What follows belongs to an exercise in optimizing a design on an open flow for small area, a short achievable clock period and few clock cycles per item; a production flow would make more cautious choices. The RTL was checked by simulation tests, not by an equivalence proof against the original design.

==> try-garnet <==
==> flow/design.v <==
package ex_muldiv_pkg;
    localparam int XLEN = 32;
    localparam logic [4:0] ALU_NOP  = 5'h00;
    localparam logic [4:0] ALU_MULT = 5'h18;
    localparam logic [4:0] ALU_DIV  = 5'h1A;
    localparam int MUL_K  = 8;
    localparam int MUL_NG = 5;
    localparam int DIV_W  = 35;
endpackage
module ex_muldiv_div_iter
(
    input  logic [ex_muldiv_pkg::XLEN-1:0]  rem_i,
    input  logic [ex_muldiv_pkg::DIV_W-1:0] dvs_i,
    input  logic                            cin_i,
    output logic [ex_muldiv_pkg::XLEN-1:0]  rem_o,
    output logic                            qbit_o
);
    logic [ex_muldiv_pkg::XLEN:0] diff;
    ex_muldiv_bkadd #(.W(ex_muldiv_pkg::XLEN)) u_add (
        .a_i    (rem_i),
        .b_i    (dvs_i[ex_muldiv_pkg::XLEN-1:0]),
        .cin_i  (cin_i),
        .sum_o  (diff[ex_muldiv_pkg::XLEN-1:0]),
        .cout_o (diff[ex_muldiv_pkg::XLEN])
    );
    assign qbit_o = diff[ex_muldiv_pkg::XLEN] & (&dvs_i[ex_muldiv_pkg::DIV_W-1:ex_muldiv_pkg::XLEN]);
    assign rem_o  = qbit_o ? diff[ex_muldiv_pkg::XLEN-1:0] : rem_i;
endmodule
module ex_muldiv_bkadd
#(
    parameter int W = 32
) (
    input  logic [W-1:0] a_i,
    input  logic [W-1:0] b_i,
    input  logic         cin_i,
    output logic [W-1:0] sum_o,
    output logic         cout_o
);
    localparam int LV = $clog2(W);
    logic [W-1:0] p, g, pp, gg;
    always_comb begin
        p  = a_i ^ b_i;
        g  = a_i & b_i;
        gg = g;
        pp = p;
        gg[0] = g[0] | (p[0] & cin_i);
        for (int l = 0; l < LV; l++)
            for (int i = 2*(1<<l)-1; i < W; i = i + 2*(1<<l)) begin
                gg[i] = gg[i] | (pp[i] & gg[i-(1<<l)]);
                pp[i] = pp[i] & pp[i-(1<<l)];
            end
        for (int l = LV-2; l >= 0; l--)
            for (int i = 3*(1<<l)-1; i < W; i = i + 2*(1<<l)) begin
                gg[i] = gg[i] | (pp[i] & gg[i-(1<<l)]);
                pp[i] = pp[i] & pp[i-(1<<l)];
            end
    end
    assign sum_o  = p ^ {gg[W-2:0], cin_i};
    assign cout_o = gg[W-1];
endmodule
module ex_muldiv
(
    input  logic            clk,
    input  logic            rst,
    input  logic [4:0]      ALUop_i,
    input  logic            signed_i,
    input  logic [ex_muldiv_pkg::XLEN-1:0] oprand1_i,
    input  logic [ex_muldiv_pkg::XLEN-1:0] oprand2_i,
    input  logic            flush_i,
    output logic            pauseRequest_o,
    output logic            valid_o,
    output logic [1:0]      writeHILO_o,
    output logic [ex_muldiv_pkg::XLEN-1:0] HI_o,
    output logic [ex_muldiv_pkg::XLEN-1:0] LO_o
);
    localparam int XL = ex_muldiv_pkg::XLEN;
    localparam int K  = ex_muldiv_pkg::MUL_K;      
    localparam int NG = ex_muldiv_pkg::MUL_NG;     
    localparam int ND = K / 2;                     
    localparam int WD = ex_muldiv_pkg::DIV_W;      
    localparam int WX = XL + 2 + K + 2;            
    localparam int WL = K * NG;                    
    logic is_mult, is_div, is_op;
    assign is_mult = (ALUop_i == ex_muldiv_pkg::ALU_MULT);
    assign is_div  = (ALUop_i == ex_muldiv_pkg::ALU_DIV);
    assign is_op   = is_mult | is_div;
    logic sa, sb;
    assign sa = signed_i & oprand1_i[XL-1];
    assign sb = signed_i & oprand2_i[XL-1];
    logic            busy_q, done_q, dsh_q;
    logic [NG-1:0]   gsel_q;          
    logic            div_q, cin_q, negq_q, negr_q;
    logic [4:0]      cnt_q;
    logic [5:0]      lza_q, lzb_q;    
    logic [3*ND-1:0] bc_q;            
    logic [2*XL-1:0] acc_q;           
    logic [WD-1:0]   x_q;             
    function automatic logic [NG-1:0] lastg(input logic [XL-1:0] v, input logic sgn);
        logic [XL:0] m;
        m = {sgn, v} ^ {(XL+1){sgn}};
        for (int j = 0; j < NG; j++) begin
            if (K*(j+1)-1 > XL) lastg[j] = 1'b1;
            else                lastg[j] = ~|(m >> (K*(j+1)-1));
        end
    endfunction
    logic [NG-1:0] lasta, lastb, last, top;
    logic          swap, msgn;
    logic [XL-1:0] mplr;
    assign lasta = lastg(oprand1_i, sa);
    assign lastb = lastg(oprand2_i, sb);
    assign swap  = |(lasta & ~lastb);
    assign last  = swap ? lasta : lastb;
    assign top   = last & ~{last[NG-2:0], 1'b0};         
    assign mplr  = swap ? oprand1_i : oprand2_i;
    assign msgn  = swap ? sa : sb;
    logic [WL:0] bx;
    assign bx = {{(WL-XL){msgn}}, mplr, 1'b0};
    logic [NG-1:0] fsel;
    logic [K:0]    win;
    assign fsel = busy_q ? (gsel_q >> 1) : top;
    always_comb begin
        win = '0;
        for (int j = 0; j < NG; j++)
            win = win | (bx[K*j +: K+1] & {(K+1){fsel[j]}});
    end
    logic [3*ND-1:0] bc_next;
    always_comb begin
        for (int i = 0; i < ND; i++) begin
            logic b0, b1, b2;
            b0 = win[2*i];
            b1 = win[2*i+1];
            b2 = win[2*i+2];
            bc_next[3*i]   = b1 ^ b0;                                    
            bc_next[3*i+1] = (b2 & ~b1 & ~b0) | (~b2 & b1 & b0);         
            bc_next[3*i+2] = b2;                                         
        end
    end
    logic [WD-1:0] m1, m2;
    assign m1 = x_q;
    assign m2 = {x_q[WD-2:0], 1'b0};
    logic [ND+1:0][WX-1:0] term;
    always_comb begin
        logic [WX-1:0] negv;
        negv = '0;
        for (int i = 0; i < ND; i++) begin
            logic [WD-1:0] pp;
            pp = ((bc_q[3*i] ? m1 : '0) | (bc_q[3*i+1] ? m2 : '0)) ^ {WD{bc_q[3*i+2]}};
            term[i+1] = WX'({{(WX-WD){pp[WD-1]}}, pp} << (2*i));
            negv[2*i] = bc_q[3*i+2];
        end
        term[0]    = {2'b00, acc_q[WX-K-3:0], negv[K-1:0]};
        term[ND+1] = '0;
    end
    function automatic logic [2*WX-1:0] csa(input logic [WX-1:0] x, y, z);
        logic [WX-1:0] s, c;
        s = x ^ y ^ z;
        c = ((x & y) | (x & z) | (y & z)) << 1;
        csa = {s, c};
    endfunction
    logic [2*XL-WX+1:0] up_0, up_p1, up_m1;
    assign up_0  = acc_q[2*XL-K-1:WX-K-2];
    ex_muldiv_bkadd #(.W(2*XL-WX+2)) u_upp (
        .a_i (up_0), .b_i ('0), .cin_i (1'b1), .sum_o (up_p1), .cout_o ()
    );
    ex_muldiv_bkadd #(.W(2*XL-WX+2)) u_upm (
        .a_i (up_0), .b_i ('1), .cin_i (1'b0), .sum_o (up_m1), .cout_o ()
    );
    logic [WX-1:0]   lsum, s4, c4;
    logic [2*XL-1:0] prod_next;
    assign lsum = s4 + c4;
    always_comb begin
        logic [WX-1:0] s1, c1, s2, c2, s3, c3;
        {s1, c1} = csa(term[1], term[2], term[3]);
        {s2, c2} = csa(s1, c1, term[4]);
        {s4, c4} = csa(s2, c2, term[0]);
        {s3, c3} = {2*WX{1'b0}};
        prod_next = {lsum[WX-1] ? up_m1 : (lsum[WX-2] ? up_p1 : up_0), lsum[WX-3:0]};
    end
    function automatic logic [5:0] lzc32(input logic [31:0] x);
        logic [31:0] v;
        logic [4:0]  z;
        v = x;
        z[4] = ~|v[31:16]; if (z[4]) v = {v[15:0], 16'b0};
        z[3] = ~|v[31:24]; if (z[3]) v = {v[23:0], 8'b0};
        z[2] = ~|v[31:28]; if (z[2]) v = {v[27:0], 4'b0};
        z[1] = ~|v[31:30]; if (z[1]) v = {v[29:0], 2'b0};
        z[0] = ~v[31];
        lzc32 = (x == '0) ? 6'd32 : {1'b0, z};
    endfunction
    logic [5:0] lza, lzb;
    logic [6:0] sh;
    logic       dz, noq;
    assign lza = lzc32(oprand1_i ^ {XL{sa}});
    assign lzb = lzc32(oprand2_i ^ {XL{sb}});
    assign dz  = (oprand2_i == '0);
    assign sh  = {1'b0, lzb_q} + 7'(negr_q) - {1'b0, lza_q};
    logic [XL:0] sma;
    always_comb begin
        sma = {1'b0, oprand1_i ^ {XL{sa}}};
        for (int d = 1; d < XL; d = d * 2) sma = sma | (sma >> d);
        sma = sa ? {sma[XL-1:0], 1'b1} : sma;
    end
    assign noq = |({1'b0, oprand2_i ^ {XL{sb}}} & ~sma) | dz;
    logic [XL-1:0] rem1, rem2;
    logic          q1, q2;
    ex_muldiv_div_iter u_step1 (
        .rem_i  (acc_q[2*XL-1:XL]),
        .dvs_i  (x_q),
        .cin_i  (cin_q),
        .rem_o  (rem1),
        .qbit_o (q1)
    );
    ex_muldiv_div_iter u_step2 (
        .rem_i  (rem1),
        .dvs_i  ({x_q[WD-1], x_q[WD-1:1]}),
        .cin_i  (cin_q),
        .rem_o  (rem2),
        .qbit_o (q2)
    );
    logic [XL-1:0] neg_hi, neg_lo;
    ex_muldiv_bkadd #(.W(XL)) u_neg_hi (
        .a_i (acc_q[2*XL-1:XL] ^ {XL{negr_q}}), .b_i ('0), .cin_i (negr_q), .sum_o (neg_hi), .cout_o ()
    );
    ex_muldiv_bkadd #(.W(XL)) u_neg_lo (
        .a_i (acc_q[XL-1:0] ^ {XL{negq_q}}), .b_i ('0), .cin_i (negq_q), .sum_o (neg_lo), .cout_o ()
    );
    logic            busy_d, done_d, dsh_d;
    logic [NG-1:0]   gsel_d;
    logic            div_d, cin_d, negq_d, negr_d;
    logic [4:0]      cnt_d;
    logic [5:0]      lza_d, lzb_d;
    logic [3*ND-1:0] bc_d;
    logic [2*XL-1:0] acc_d;
    logic [WD-1:0]   x_d;
    always_comb begin
        busy_d = 1'b0;
        done_d = 1'b0;
        dsh_d  = 1'b0;
        gsel_d = fsel;
        div_d  = is_div;
        cin_d  = ~sb;
        negq_d = is_div & ~dz & (sa ^ sb);
        negr_d = is_div & sa & ~noq;
        cnt_d  = cnt_q - 5'd1;
        lza_d  = lza;
        lzb_d  = lzb;
        bc_d   = bc_next;
        acc_d  = is_div ? {oprand1_i, dz ? {XL{1'b1}} : {XL{1'b0}}} : '0;
        x_d    = (is_div | swap) ? {{(WD-XL){sb}}, oprand2_i} : {{(WD-XL){sa}}, oprand1_i};
        if (dsh_q) begin
            x_d    = ((x_q << 1) << {sh[5:1], 1'b0}) ^ {WD{cin_q}};
            cnt_d  = sh[5:1] + 5'd1;
            acc_d  = {neg_hi, acc_q[XL-1:0]};
            busy_d = 1'b1;
        end else if (busy_q && div_q) begin
            acc_d = {rem2, acc_q[XL-3:0], q1, q2};
            x_d   = {{2{x_q[WD-1]}}, x_q[WD-1:2]};
            if (cnt_q == 5'd1) done_d = 1'b1;
            else               busy_d = 1'b1;
        end else if (busy_q) begin
            acc_d = prod_next;
            if (gsel_q[0]) done_d = 1'b1;
            else           busy_d = 1'b1;
        end else if (is_op && !done_q) begin
            if (is_div) begin
                if (noq) done_d = 1'b1;
                else     dsh_d  = 1'b1;
            end else begin
                busy_d = 1'b1;
            end
        end
        if (flush_i) begin
            busy_d = 1'b0;
            done_d = 1'b0;
            dsh_d  = 1'b0;
        end
    end
    always_ff @(posedge clk or negedge rst) begin
        if (!rst) begin
            busy_q <= 1'b0;
            done_q <= 1'b0;
            dsh_q  <= 1'b0;
        end else begin
            busy_q <= busy_d;
            done_q <= done_d;
            dsh_q  <= dsh_d;
        end
    end
    always_ff @(posedge clk) begin
        gsel_q <= gsel_d;
        div_q  <= div_d;
        cin_q  <= cin_d;
        negq_q <= negq_d;
        negr_q <= negr_d;
        cnt_q  <= cnt_d;
        lza_q  <= lza_d;
        lzb_q  <= lzb_d;
        bc_q   <= bc_d;
        acc_q  <= acc_d;
        x_q    <= x_d;
    end
    assign HI_o = neg_hi;
    assign LO_o = neg_lo;
    assign pauseRequest_o = is_op & ~done_q;
    assign valid_o        = done_q;
    assign writeHILO_o    = {done_q, done_q};
endmodule
==> flow/flow/run.sh <==
#!/bin/bash
set -euo pipefail
bash standard.sh BUFFER_PORTS_ARGS="-buffer_cell sky130_fd_sc_hd__buf_1" SETUP_SLACK_MARGIN=6.5 finish > standard_flow.log 2>&1
==> flow/standard.sh <==
#!/bin/bash
# synth_recipe.tcl (not shown) runs the flow's synth.tcl, then flattens the netlist and writes it again
# the make line also repeats each setting of config.mk as NAME=value (left out here)
make -C /OpenROAD-flow-scripts/flow DESIGN_CONFIG=/design/flow/config.mk WORK_HOME=/design/flow/orfs CLKGATE_MAP_FILE= SYNTH_SCRIPT=/design/flow/synth_recipe.tcl "${@:-finish}"
==> flow/config.mk <==
export PLATFORM = sky130hd
export DESIGN_NAME = ex_muldiv
export DESIGN_NICKNAME = ex_muldiv
export VERILOG_FILES = /design/flow/design.v
export SDC_FILE = /design/flow/constraint.sdc
export NUM_CORES = 4
export LEC_CHECK = 0
export CAP_MARGIN = 20
export CORE_MARGIN = 2
export CORE_UTILIZATION = 40
export SLEW_MARGIN = 20
==> flow/constraint.sdc <==
create_clock -name core_clock -period 12.0 [get_ports {clk}]
set_input_delay 2.4000 -clock core_clock [delete_from_list [all_inputs] [get_ports {clk}]]
set_output_delay 2.4000 -clock core_clock [all_outputs]
set_load 0.01 [all_outputs]
==> try-juniper: changes against try-garnet <==
==> flow/flow/run.sh (replaced) <==
#!/bin/bash
set -euo pipefail
bash standard.sh BUFFER_PORTS_ARGS="-buffer_cell sky130_fd_sc_hd__buf_1" SETUP_SLACK_MARGIN=6 finish > standard_flow.log 2>&1
--- a/flow/config.mk
+++ b/flow/config.mk
@@ -7,2 +7,3 @@
 export LEC_CHECK = 0
+export ABC_AREA = 1
 export CAP_MARGIN = 20
==> try-cedar: changes against try-garnet <==
==> flow/flow/run.sh (replaced) <==
#!/bin/bash
set -euo pipefail
bash standard.sh BUFFER_PORTS_ARGS="-buffer_cell sky130_fd_sc_hd__buf_1" SETUP_SLACK_MARGIN=6 finish > standard_flow.log 2>&1
--- a/flow/config.mk
+++ b/flow/config.mk
@@ -7,5 +7,6 @@
 export LEC_CHECK = 0
+export ABC_AREA = 1
 export CAP_MARGIN = 20
 export CORE_MARGIN = 2
-export CORE_UTILIZATION = 40
+export CORE_UTILIZATION = 35
 export SLEW_MARGIN = 20
==> comparison table <==
item                                                             try-garnet                 try-cedar               try-juniper
Status                                              complete, no violations   complete, no violations   complete, no violations
Initial core utilization                                              40.4%                     35.5%                     40.5%
Destination of the critical timing path                           acc_q[61]                  HI_o[31]                  HI_o[31]
Yosys top cell by area                                sky130_fd_sc_hd__fa_1  sky130_fd_sc_hd__nand2_1  sky130_fd_sc_hd__nand2_1
Met3 Usage GRT                                                        6.03%                     3.55%                     5.25%
Tightest hold margin                                               0.504 ns                  0.543 ns                  0.541 ns
Fraction of area in clock buffers and inverters                       1.98%                     2.05%                     2.33%
Worst path max stage delay                                          0.43 ns                   0.34 ns                   0.38 ns
Crit path setup slack, layout                                       6.04 ns                   5.91 ns                   6.00 ns
Instance area at placement                                        26000 um2                 26200 um2                 26000 um2
Number of filler cells placed in the layout                            5874                      7718                      6715
Wire length of the first global-routing pass                      149000 um                 156000 um                 154000 um
Fraction of area in multi-input gates                                 70.4%                     70.4%                     70.9%
Cell count after synthesis                                             3167                      3875                      3875
Critical path's slowest cell                     sky130_fd_sc_hd__a2111oi_4  sky130_fd_sc_hd__dfxtp_2  sky130_fd_sc_hd__dfxtp_4
Sequential cell area                                               3270 um2                  3170 um2                  3170 um2
Number of global-route vias before repair                             24200                     25600                     25700
Logic inverters                                                         191                       475                       475
Testbench counts of try-garnet, summed over its fixed seeds: cycles 14,207, ops 3,200.
Testbench counts of try-juniper, summed over its fixed seeds: cycles 14,207, ops 3,200.
Testbench counts of try-cedar, summed over its fixed seeds: cycles 14,207, ops 3,200.

static timing again, ports no longer ideal:
How much do the figures lean on ideal ports? The routed layouts below were timed once more, with nothing changed but the port constraints. Step 1 sets driving cells, clkbuf_16 on the clock port and buf_2 on the other inputs (assumed; they add their load-dependent delay and slew). Step 2, shift: input delay + t, output delay - t, t = (earliest + latest rising clock arrival at the registers) / 2. This alone moves slack from input paths to output paths. a / b / c = ideal ports / drivers / drivers and shift; a / b = the first two.
| run | t (ns) | slack for setup (ns) | hold WS [ns] | worst register clock-pin slew, ns |
|---|---|---|---|---|
| try-garnet | 0.551 | 6.037 / 6.037 / 5.969 | 0.504 / 0.504 / 0.504 | 0.07 / 0.07 |
| try-juniper | 0.571 | 6.002 / 5.937 / 5.765 | 0.541 / 0.541 / 0.541 | 0.08 / 0.08 |
| try-cedar | 0.571 | 5.914 / 5.850 / 5.766 | 0.543 / 0.543 / 0.543 | 0.07 / 0.07 |
After both steps setup and hold are still met in every run listed. The setup slack of try-juniper, which loses most, moves by -0.065 ns with the drivers and by -0.237 ns with both steps.
